What follows belongs to an exercise in optimizing a design on an open flow for a short achievable clock period; a production flow would make more cautious choices.
Function was checked by simulation only, so behaviour that the tests miss may differ from the original.
Power and IR drop assume default switching activity.

===== design/flow/config.mk =====
export PLATFORM = sky130hd
export DESIGN_NAME = rv_decode_top
export DESIGN_NICKNAME = rv_decode_top
export VERILOG_FILES = /design/flow/design.v
export SDC_FILE = /design/flow/constraint.sdc
export NUM_CORES = 4
export LEC_CHECK = 0
export ABC_CLOCK_PERIOD_IN_PS = 1500
export CAP_MARGIN = 20
export CORE_MARGIN = 2
export CORE_UTILIZATION = 55
export CTS_CLUSTER_DIAMETER = 80
export CTS_CLUSTER_SIZE = 30
export PLACE_DENSITY = 0.65
export SETUP_SLACK_MARGIN = 2.0
export SLEW_MARGIN = 20

===== design/flow/constraint.sdc =====
create_clock -name core_clock -period 3.8 [get_ports {clk}]
set_input_delay 0.7600 -clock core_clock [delete_from_list [all_inputs] [get_ports {clk}]]
set_output_delay 0.7600 -clock core_clock [all_outputs]
set_load 0.01 [all_outputs]

===== design/flow/design.v =====
package rv_decode_pkg;
	typedef logic [32-1:0] word_t;
	typedef logic [$clog2(32)-1:0] reg_idx_t;
	typedef logic [9:0] mod_t;  
	typedef struct packed {
		logic lui;
		logic auipc;
		logic jal;
		logic jalr;
		logic branch;
		logic load;
		logic store;
		logic arlog_imm;
		logic arlog;
		logic misc_mem;
		logic system;
	} inst_class_t;
	typedef struct packed {
		word_t pc;
		word_t inst;
	} fetch_pkt_t;
	typedef struct packed {
		word_t       pc;
		inst_class_t cls;
		logic        illegal;
		reg_idx_t    rd;
		reg_idx_t    rs1;
		reg_idx_t    rs2;
		mod_t        mod;
		word_t       imm;
	} decode_pkt_t;
	typedef struct packed {
		word_t       pc;
		inst_class_t cls;
		logic        illegal;
		reg_idx_t    rd;
		mod_t        mod;
		word_t       op_a;
		word_t       op_b;
		word_t       store_data;
	} issue_pkt_t;
endpackage
`timescale 1ns/1ps
module rv_decode_top
(
	input  logic        clk,
	input  logic        rst,
	input  logic        in_valid,
	input  logic [31:0] in_pc,
	input  logic [31:0] in_inst,
	input  logic        wb_en,
	input  logic [4:0]  wb_rd,
	input  logic [31:0] wb_data,
	output logic        out_valid,
	output logic [31:0] out_pc,
	output logic [10:0] out_cls,
	output logic        out_illegal,
	output logic [4:0]  out_rd,
	output logic [9:0]  out_mod,
	output logic [31:0] out_op_a,
	output logic [31:0] out_op_b,
	output logic [31:0] out_store_data
);
	logic [31:0] regs [1:31];
	always_ff @(posedge clk) begin
		for (int i = 1; i < 32; i++) begin
			if (rst) begin
				regs[i] <= '0;
			end else if (wb_en && wb_rd == i[4:0]) begin
				regs[i] <= wb_data;
			end
		end
	end
	logic [4:0]  rs1_in;
	logic [4:0]  rs2_in;
	logic [31:1] rs1_oh;
	logic [31:1] rs2_oh;
	logic [31:0] rf1;
	logic [31:0] rf2;
	assign rs1_in = in_inst[19:15];
	assign rs2_in = in_inst[24:20];
	always_comb begin
		rf1 = '0;
		rf2 = '0;
		for (int i = 1; i < 32; i++) begin
			rs1_oh[i] = (rs1_in == i[4:0]);
			rs2_oh[i] = (rs2_in == i[4:0]);
			rf1 = rf1 | ({32{rs1_oh[i]}} & regs[i]);
			rf2 = rf2 | ({32{rs2_oh[i]}} & regs[i]);
		end
	end
	logic [6:0]  opcode;
	logic [2:0]  funct3;
	logic [6:0]  funct7;
	rv_decode_pkg::inst_class_t cls;
	logic [9:0]  mod;
	logic [31:0] imm;
	logic        use_imm;
	logic        use_pc;
	logic        use_r1;
	assign opcode = in_inst[6:0];
	assign funct3 = in_inst[14:12];
	assign funct7 = in_inst[31:25];
	always_comb begin
		cls = '0;
		case (opcode)
			7'b0110111:       cls.lui       = 1'b1;
			7'b0010111:     cls.auipc     = 1'b1;
			7'b1101111:       cls.jal       = 1'b1;
			7'b1100111:      cls.jalr      = 1'b1;
			7'b1100011:    cls.branch    = 1'b1;
			7'b0000011:      cls.load      = 1'b1;
			7'b0100011:     cls.store     = 1'b1;
			7'b0010011: cls.arlog_imm = 1'b1;
			7'b0110011:     cls.arlog     = 1'b1;
			7'b0001111:  cls.misc_mem  = 1'b1;
			7'b1110011:    cls.system    = 1'b1;
			default:        cls           = '0;
		endcase
	end
	always_comb begin
		mod      = '0;
		mod[2:0] = funct3;
		if (cls.arlog || (cls.arlog_imm && funct3[1:0] == 2'b01)) begin
			mod[9:3] = funct7;
		end
	end
	always_comb begin
		imm = '0;
		if (cls.lui || cls.auipc) begin
			imm = {in_inst[31:12], 12'b0};
		end else if (cls.jal) begin
			imm = {{12{in_inst[31]}}, in_inst[19:12], in_inst[20], in_inst[30:21], 1'b0};
		end else if (cls.jalr || cls.load || cls.arlog_imm) begin
			imm = {{20{in_inst[31]}}, in_inst[31:20]};
		end else if (cls.store) begin
			imm = {{20{in_inst[31]}}, in_inst[31:25], in_inst[11:7]};
		end
	end
	assign use_imm = cls.lui | cls.auipc | cls.jal | cls.jalr | cls.load
		| cls.store | cls.arlog_imm;
	assign use_pc  = cls.auipc | cls.jal;
	assign use_r1  = ~(cls.auipc | cls.jal | cls.lui);
	logic hit1_c;
	logic hit2_c;
	assign hit1_c = wb_en && (wb_rd == rs1_in) && (rs1_in != '0);
	assign hit2_c = wb_en && (wb_rd == rs2_in) && (rs2_in != '0);
	logic        v1;
	logic [31:0] pc1;
	rv_decode_pkg::inst_class_t cls1;
	logic        ill1;
	logic [4:0]  rd1;
	logic [9:0]  mod1;
	logic [31:0] imm1;
	logic [4:0]  rs1_1;
	logic [4:0]  rs2_1;
	logic [31:0] rf1_1;
	logic [31:0] rf2_1;
	logic [31:0] w_data1;
	logic        a_pc1;
	logic        a_w1;
	logic        a_rf1;
	logic        b_imm1;
	logic        b_w1;
	logic        b_rf1;
	logic        s_w1;
	logic        s_rf1;
	logic        fa1;
	logic        fb1;
	logic        fs1;
	always_ff @(posedge clk) begin
		if (rst) begin
			v1 <= 1'b0;
		end else begin
			v1 <= in_valid;
		end
	end
	always_ff @(posedge clk) begin
		pc1     <= in_pc;
		cls1    <= cls;
		ill1    <= ~|cls;
		rd1     <= in_inst[11:7];
		mod1    <= mod;
		imm1    <= imm;
		rs1_1   <= rs1_in;
		rs2_1   <= rs2_in;
		rf1_1   <= rf1;
		rf2_1   <= rf2;
		w_data1 <= wb_data;
		a_pc1   <= use_pc;
		a_w1    <= use_r1 && hit1_c;
		a_rf1   <= use_r1 && !hit1_c;
		b_imm1  <= use_imm;
		b_w1    <= !use_imm && hit2_c;
		b_rf1   <= !use_imm && !hit2_c;
		s_w1    <= hit2_c;
		s_rf1   <= !hit2_c;
		fa1     <= use_r1 && (rs1_in != '0);
		fb1     <= !use_imm && (rs2_in != '0);
		fs1     <= (rs2_in != '0);
	end
	logic [31:0] a_sel;
	logic [31:0] b_sel;
	logic [31:0] s_sel;
	logic        hit1_c1;
	logic        hit2_c1;
	assign a_sel = ({32{a_pc1}} & pc1) | ({32{a_w1}} & w_data1)
		| ({32{a_rf1}} & rf1_1);
	assign b_sel = ({32{b_imm1}} & imm1) | ({32{b_w1}} & w_data1)
		| ({32{b_rf1}} & rf2_1);
	assign s_sel = ({32{s_w1}} & w_data1) | ({32{s_rf1}} & rf2_1);
	assign hit1_c1 = wb_en && (wb_rd == rs1_1);
	assign hit2_c1 = wb_en && (wb_rd == rs2_1);
	logic        v2;
	logic [31:0] pc2;
	rv_decode_pkg::inst_class_t cls2;
	logic        ill2;
	logic [4:0]  rd2;
	logic [9:0]  mod2;
	logic [31:0] a2;
	logic [31:0] b2;
	logic [31:0] sd2;
	logic        fa2;
	logic        fb2;
	logic        fs2;
	logic [4:0]  rs1_2;
	logic [4:0]  rs2_2;
	always_ff @(posedge clk) begin
		if (rst) begin
			v2 <= 1'b0;
		end else begin
			v2 <= v1;
		end
	end
	always_ff @(posedge clk) begin
		pc2   <= pc1;
		cls2  <= cls1;
		ill2  <= ill1;
		rd2   <= rd1;
		mod2  <= mod1;
		a2    <= (fa1 && hit1_c1) ? wb_data : a_sel;
		b2    <= (fb1 && hit2_c1) ? wb_data : b_sel;
		sd2   <= (fs1 && hit2_c1) ? wb_data : s_sel;
		fa2   <= fa1;
		fb2   <= fb1;
		fs2   <= fs1;
		rs1_2 <= rs1_1;
		rs2_2 <= rs2_1;
	end
	logic hit1_c2;
	logic hit2_c2;
	assign hit1_c2 = wb_en && (wb_rd == rs1_2);
	assign hit2_c2 = wb_en && (wb_rd == rs2_2);
	always_ff @(posedge clk) begin
		if (rst) begin
			out_valid <= 1'b0;
		end else begin
			out_valid <= v2;
		end
	end
	always_ff @(posedge clk) begin
		out_pc         <= pc2;
		out_cls        <= cls2;
		out_illegal    <= ill2;
		out_rd         <= rd2;
		out_mod        <= mod2;
		out_op_a       <= (fa2 && hit1_c2) ? wb_data : a2;
		out_op_b       <= (fb2 && hit2_c2) ? wb_data : b2;
		out_store_data <= (fs2 && hit2_c2) ? wb_data : sd2;
	end
endmodule

===== design/flow/run.sh =====
#!/bin/bash
# synth_recipe.tcl (not shown) runs the flow's synth.tcl, then flattens the netlist and writes it again
# the make line also repeats each setting of config.mk as NAME=value (left out here)
make -C /OpenROAD-flow-scripts/flow DESIGN_CONFIG=/design/flow/config.mk WORK_HOME=/design/flow/orfs CLKGATE_MAP_FILE= SYNTH_SCRIPT=/design/flow/synth_recipe.tcl finish

==> results of run 1 <==
[kinds of logic after synthesis]
kind of cell           share of synthesized area
XOR/XNOR                                 0.00389
AO/OA/AOI/OAI                              0.213
multiplexers                              0.0389
flip-flops                                 0.484
AND/OR/NAND/NOR                            0.211
buffers and inverters                     0.0488
[metrics by stage]
stage / instances / total power [mW] / utilization / hold slack, ps
4_1_cts: 9763 / 29.4 / 0.721 / 329
3_5_place_dp: 9141 / 19.3 / 0.621 / 312
3_3_place_gp: 9137 / 19.2 / 0.620 / 310
2_1_floorplan: 7693 / 17.9 / - / 310
[metal layers]
layer	overflow	track usage
met4	2	0.727
met3	1	0.690
met1	0	0.829
met2	1	0.905
met5	0	0.520
[power by group through the flow]
stage	Combinational (mW)	Sequential [mW]	Clock, mW
after floorplan	1.18	16.8	0
after global placement	2.42	16.8	0
after detailed placement	2.47	16.8	0
after CTS	3.28	16.5	9.63
[how the worst max path moves through the flow]
stage                 from   endpoint  slack (ps)  depth (start not counted)
2_1_floorplan  in_inst[15]  rf1_1[23]        1420                          8
3_3_place_gp   in_inst[17]  rf1_1[27]         200                          6
3_5_place_dp      wb_rd[4]     a2[18]         200                          8
4_1_cts        in_inst[16]  rf1_1[19]        1690                         10
[cells in the mapped netlist (23+ instances only)]
library cell	instances
a2111oi_0	59
a21oi_1	1144
a222oi_1	85
a22o_1	56
a22oi_1	603
a32oi_1	27
and2_1	23
and3_1	212
buf_1	34
buf_2	93
clkbuf_1	588
dfxtp_1	1526
mux2_2	129
mux2i_1	89
nand2_1	2082
nand2b_1	23
nand3_1	113
nand4_1	123
nor2_1	223
nor2b_1	30
nor3_1	60
or4_1	51
[what timing repair did]
action | 4_1_cts
pin swaps | 264
endpoints found under the setup margin | 1454
gates cloned | 67
gates resized for setup | 1608
buffers inserted | 443
==> results.sh, run 1 <==
export IMPL_status="stopped before the end"
export IMPL_flow_stopped_at="global routing (5_1_grt)"
export IMPL_error_line="[ERROR GRT-0116] Global routing finished with congestion. Check the congestion regions in the DRC Viewer."
export IMPL_yosysSeqAreaShare=0.484
export IMPL_port_buffers=260
export IMPL_avgSynthCellArea_um2=8.20
export IMPL_grt_pass1_wl_um=647000
export IMPL_clock_sinks=1526
export IMPL_pre_cts_ws_ps=198
export IMPL_grt_max_degree=102
export IMPL_ios=261
export IMPL_gr_total_overflow=4
export IMPL_netlist_area_leader_share=0.484
export IMPL_ctsHoldBuffers=0
export IMPL_die_w_um=343
export IMPL_yosysUniqueCellTypes=74
export IMPL_rows=124
export IMPL_clockBufferDepth=3
export IMPL_synth_top_area_cell="dfxtp_1"
export IMPL_hpwl_um=253000
export IMPL_initial_core_util=0.553
export IMPL_cts_root_buf="clkbuf_16"
export IMPL_cts_max_level=3
export IMPL_synth_async_sr_flop_share=0
export IMPL_synth_edf_count=0
export IMPL_synthTopCellsByArea="dfxtp_1, nand2_1, a21oi_1"
export IMPL_grt_pass1_vias=76686
export IMPL_gp_congestion=1.15
export IMPL_cts_buffers=71
export IMPL_synthFlopType="dfxtp_1"
export IMPL_synth_area_um2=63100
export IMPL_ys_ff_latch=1526
export IMPL_grt_util_all_layers=0.798
export IMPL_die_h_um=343
export IMPL_placed_area_um2=70800
export IMPL_yosysWarnings=2
export IMPL_syn_num_nets=7798
export IMPL_synthCells=7693
==> run 2: changes to the inputs <==
--- a/design/flow/design.v
+++ b/design/flow/design.v
@@ -78,4 +78,6 @@
 	logic [31:0] rf1;
 	logic [31:0] rf2;
+	logic [31:0] rf1h;
+	logic [31:0] rf2h;
 	assign rs1_in = in_inst[19:15];
 	assign rs2_in = in_inst[24:20];
@@ -86,6 +88,14 @@
 			rs1_oh[i] = (rs1_in == i[4:0]);
 			rs2_oh[i] = (rs2_in == i[4:0]);
+		end
+		for (int i = 1; i < 16; i++) begin
 			rf1 = rf1 | ({32{rs1_oh[i]}} & regs[i]);
 			rf2 = rf2 | ({32{rs2_oh[i]}} & regs[i]);
+		end
+		rf1h = '0;
+		rf2h = '0;
+		for (int i = 16; i < 32; i++) begin
+			rf1h = rf1h | ({32{rs1_oh[i]}} & regs[i]);
+			rf2h = rf2h | ({32{rs2_oh[i]}} & regs[i]);
 		end
 	end
@@ -157,4 +167,6 @@
 	logic [31:0] rf1_1;
 	logic [31:0] rf2_1;
+	logic [31:0] rf1h_1;
+	logic [31:0] rf2h_1;
 	logic [31:0] w_data1;
 	logic        a_pc1;
@@ -187,4 +199,6 @@
 		rf1_1   <= rf1;
 		rf2_1   <= rf2;
+		rf1h_1  <= rf1h;
+		rf2h_1  <= rf2h;
 		w_data1 <= wb_data;
 		a_pc1   <= use_pc;
@@ -206,8 +220,9 @@
 	logic        hit2_c1;
 	assign a_sel = ({32{a_pc1}} & pc1) | ({32{a_w1}} & w_data1)
-		| ({32{a_rf1}} & rf1_1);
+		| ({32{a_rf1}} & rf1_1) | ({32{a_rf1}} & rf1h_1);
 	assign b_sel = ({32{b_imm1}} & imm1) | ({32{b_w1}} & w_data1)
-		| ({32{b_rf1}} & rf2_1);
-	assign s_sel = ({32{s_w1}} & w_data1) | ({32{s_rf1}} & rf2_1);
+		| ({32{b_rf1}} & rf2_1) | ({32{b_rf1}} & rf2h_1);
+	assign s_sel = ({32{s_w1}} & w_data1) | ({32{s_rf1}} & rf2_1)
+		| ({32{s_rf1}} & rf2h_1);
 	assign hit1_c1 = wb_en && (wb_rd == rs1_1);
 	assign hit2_c1 = wb_en && (wb_rd == rs2_1);
--- a/design/flow/config.mk
+++ b/design/flow/config.mk
@@ -9,8 +9,8 @@
 export CAP_MARGIN = 20
 export CORE_MARGIN = 2
-export CORE_UTILIZATION = 55
+export CORE_UTILIZATION = 38
 export CTS_CLUSTER_DIAMETER = 80
 export CTS_CLUSTER_SIZE = 30
-export PLACE_DENSITY = 0.65
+export PLACE_DENSITY = 0.55
 export SETUP_SLACK_MARGIN = 2.0
 export SLEW_MARGIN = 20
==> run 2 against run 1 <==
  * Now clean on timing, DRC and antenna
  * Synthesized cell count is 0.27% lower
  * Synthesized area is 1.3% higher
==> results.sh, run 2 <==
export IMPL_syn_num_nets=7777
export IMPL_slew_headroom=0.128
export IMPL_clkLatencyLatePin_ps=850
export IMPL_grt_pass1_wl_um=493000
export IMPL_yosysUniqueCellTypes=75
export IMPL_area_growth_pct=25.3
export IMPL_fin_setup_tns_ps=0
export IMPL_pwr_share_comb=0.085
export IMPL_grt_pass1_vias=60125
export IMPL_holdWs_ps=299
export IMPL_final_cell_mix="nand2_1, dfxtp_1, a21oi_1"
export IMPL_cts_root_buf="clkbuf_16"
export IMPL_final_cells=10251
export IMPL_regMostFlops="regs"
export IMPL_worstPathRequired_ps=3040
export IMPL_endpoint_kind="output pin"
export IMPL_synthTopCellsByArea="dfxtp_1, nand2_1, a21oi_1"
export IMPL_ys_ff_latch=1590
export IMPL_final_common_cell="nand2_1"
export IMPL_path_cells="buf_6"
export IMPL_rows=150
export IMPL_dp_cells=9782
export IMPL_gr_total_overflow=0
export IMPL_pre_cts_ws_ps=425
export IMPL_die_h_um=414
export IMPL_clockPowerShare=0.397
export IMPL_grt_max_degree=126
export IMPL_worstMarginPinSlew_ps=1290
export IMPL_rsz0062_at_grt="true"
export IMPL_ios=261
export IMPL_dr_first_iter_drc_count=13015
export IMPL_die_area_um2=172000
export IMPL_final_nets=8052
export IMPL_initial_core_util=0.382
export IMPL_worstSetupPathType="register to output pin"
export IMPL_critPathLaunchType="register"
export IMPL_p_leak_nw=28.0
export IMPL_port_buffers=260
export IMPL_synth_edf_count=0
export IMPL_avgSynthCellArea_um2=8.33
export IMPL_clock_sinks=1590
export IMPL_layout_min_cycle_time_ps=2060
export IMPL_cp_max_fo=1
export IMPL_cap_viol_max_count=0
export IMPL_synth_area_um2=63900
export IMPL_antenna_found_initial=33
export IMPL_hold_start="in_inst[5]"
export IMPL_switching_share=0.290
export IMPL_power_frac_seq=0.518
export IMPL_power_density_nw_per_um2=413
export IMPL_synth_top_area_cell="dfxtp_1"
export IMPL_largest_reg_flops=992
export IMPL_die_w_um=414
export IMPL_cts_max_level=3
export IMPL_hold_class="input port to register"
export IMPL_cts_tree="done"
export IMPL_gp_congestion=0.981
export IMPL_yosysWarnings=2
export IMPL_layout_drive_gt1_share=0.195
export IMPL_core_area_um2=167000
export IMPL_timing_rr_start="regs[19][8]"
export IMPL_cpPeakStageDelay_ps=370
export IMPL_antenna_left=0
export IMPL_crit_buf_inv=1
export IMPL_n_fill_cell=15794
export IMPL_status="no timing/DRC/antenna violations"
export IMPL_synth_async_sr_flop_share=0
export IMPL_setup_viol=0
export IMPL_ir_worst_vdd_uv=356
export IMPL_multiInputGateArea_um2=31000
export IMPL_netlist_area_leader_share=0.498
export IMPL_clkTransAtPathRegs_ps=110
export IMPL_yosysSeqAreaShare=0.498
export IMPL_hpwl_um=216000
export IMPL_synthFlopType="dfxtp_1"
export IMPL_hold_violations=0
export IMPL_fin_crit_sh=0.543
export IMPL_viasPerCell=6.54
export IMPL_fmax_mhz=485
export IMPL_drt_wirelength_per_cell_um=36.2
export IMPL_ctsHoldBuffers=0
export IMPL_fin_ws_ps=1740
export IMPL_synth_most_common_cell="nand2_1"
export IMPL_crit_start="out_op_b[12]"
export IMPL_wl_um=371000
export IMPL_clockBufferDepth=3
export IMPL_vias=67075
export IMPL_synthCells=7672
export IMPL_drc_errors=0
export IMPL_cts_buffers=97
export IMPL_drt_first_pass_iters=10
export IMPL_crit_arrival_ps=1300
export IMPL_worst_clock_skew_ps=52.8
export IMPL_cp_top_family="flip-flops"
export IMPL_drv_slew=0
export IMPL_intPower_mw=23.5
export IMPL_seq_area_um2=32000
export IMPL_synth_common_cells="nand2_1, dfxtp_1, a21oi_1"
export IMPL_grt_util_all_layers=0.405
export IMPL_power_switching_mw=9.61
export IMPL_crit_slowest_cell="dfxtp_2"
==> run 2: cell types whose count changed after synthesis, sizes merged, moves of 63 or more <==
cell | before | now
a21oi | 1144 | 1045
dfxtp | 1526 | 1590
buf | 153 | 228
clkbuf | 590 | 485
a2111oi | 68 | 5
and3 | 213 | 37
nand2 | 2083 | 2183
o21ai | 12 | 112
a31oi | 6 | 99
==> run 2: area by class of cell <==
cell class / instances / share of cell area
Inverter: 6 / 0.000281
Antenna cell: 22 / 0.000687
Sequential cell: 1590 / 0.399
Clock inverter: 77 / 0.0155
Clock buffer: 100 / 0.0310
Tap cell: 2204 / 0.0344
Timing Repair Buffer: 887 / 0.131
Multi-Input combinational cell: 5365 / 0.388
==> run 2: stage by stage <==
stage / power (mW) / util / instance area (um2)
2_1_floorplan: 18.6 / - / 66700
3_3_place_gp: 19.8 / 0.427 / 71300
3_5_place_dp: 19.8 / 0.427 / 71300
4_1_cts: 32.8 / 0.468 / 78300
5_1_grt: 33.7 / 0.479 / 80100
6_report: 33.1 / 0.479 / 80100
==> run 2: path summary, 6_finish.rpt <==
| kind | slack (ps) | to | cells past startpoint |
|---|---|---|---|
| worst max-delay path | 1740 | out_op_b[12] | 1 |
| worst min-delay path | 300 | cls1[9] | 2 |
| worst max register to register | 1810 | rf1h_1[8] | 4 |
| worst min register to register | 330 | out_cls[0] | 0 |
==> run 2: per-layer routing <==
metal  routed length (um)  track usage
met1               135000        0.505
met2               145000        0.560
met3                58200        0.168
met4                32400        0.286
met5                  287      0.00222
==> run 2: kinds of logic (layout without fill, tap and decap cells) <==
logic type / after synthesis / in the layout / synth area share
simple gates: 2891 / 2893 / 0.192
compound gates: 2181 / 2181 / 0.215
flops: 1590 / 1590 / 0.498
buf+inv: 719 / 1070 / 0.0471
mux: 263 / 263 / 0.0450
xor+xnor: 28 / 28 / 0.00384
other cells: 0 / 22 / 0
==> run 2: timing repair <==
item / in CTS / in global routing
gates resized for setup: 1080 / 211
setup endpoints to repair: 1491 / 620
cloned: 22 / 14
buffers inserted: 173 / 61
pin swaps: 71 / 76
==> run 2: power by group through the flow <==
stage	Clock, mW	Combinational (mW)	Sequential (mW)
after floorplan	0	1.14	17.5
after global placement	0	2.27	17.5
after detailed placement	0	2.28	17.5
after CTS	13.1	2.52	17.1
after global routing	13.7	2.77	17.2
final	13.1	2.81	17.2

==> port drivers added, routing unchanged <==
Ports are ideal in the flow. The routed layout listed here was re-timed in OpenROAD. Step 1: set_driving_cell puts a clkbuf_16 on clk and a buf_2 on each other input, an assumption about the parent block. Step 2 also shifts input and output timing later by t, the mid clock arrival at the registers, as if the neighbouring blocks saw the same clock. a / b / c = ideal / step 1 / step 2; a / b = the first two.
run: run 2
shift t [ns]: 0.920
setup slack, ns: 1.737 / 1.601 / 0.680
hold WS [ns]: 0.299 / 0.249 / 0.332
After both steps run 2 still meets setup and hold. The setup slack of run 2 moves by -0.136 ns with the drivers and by -1.057 ns with both steps.
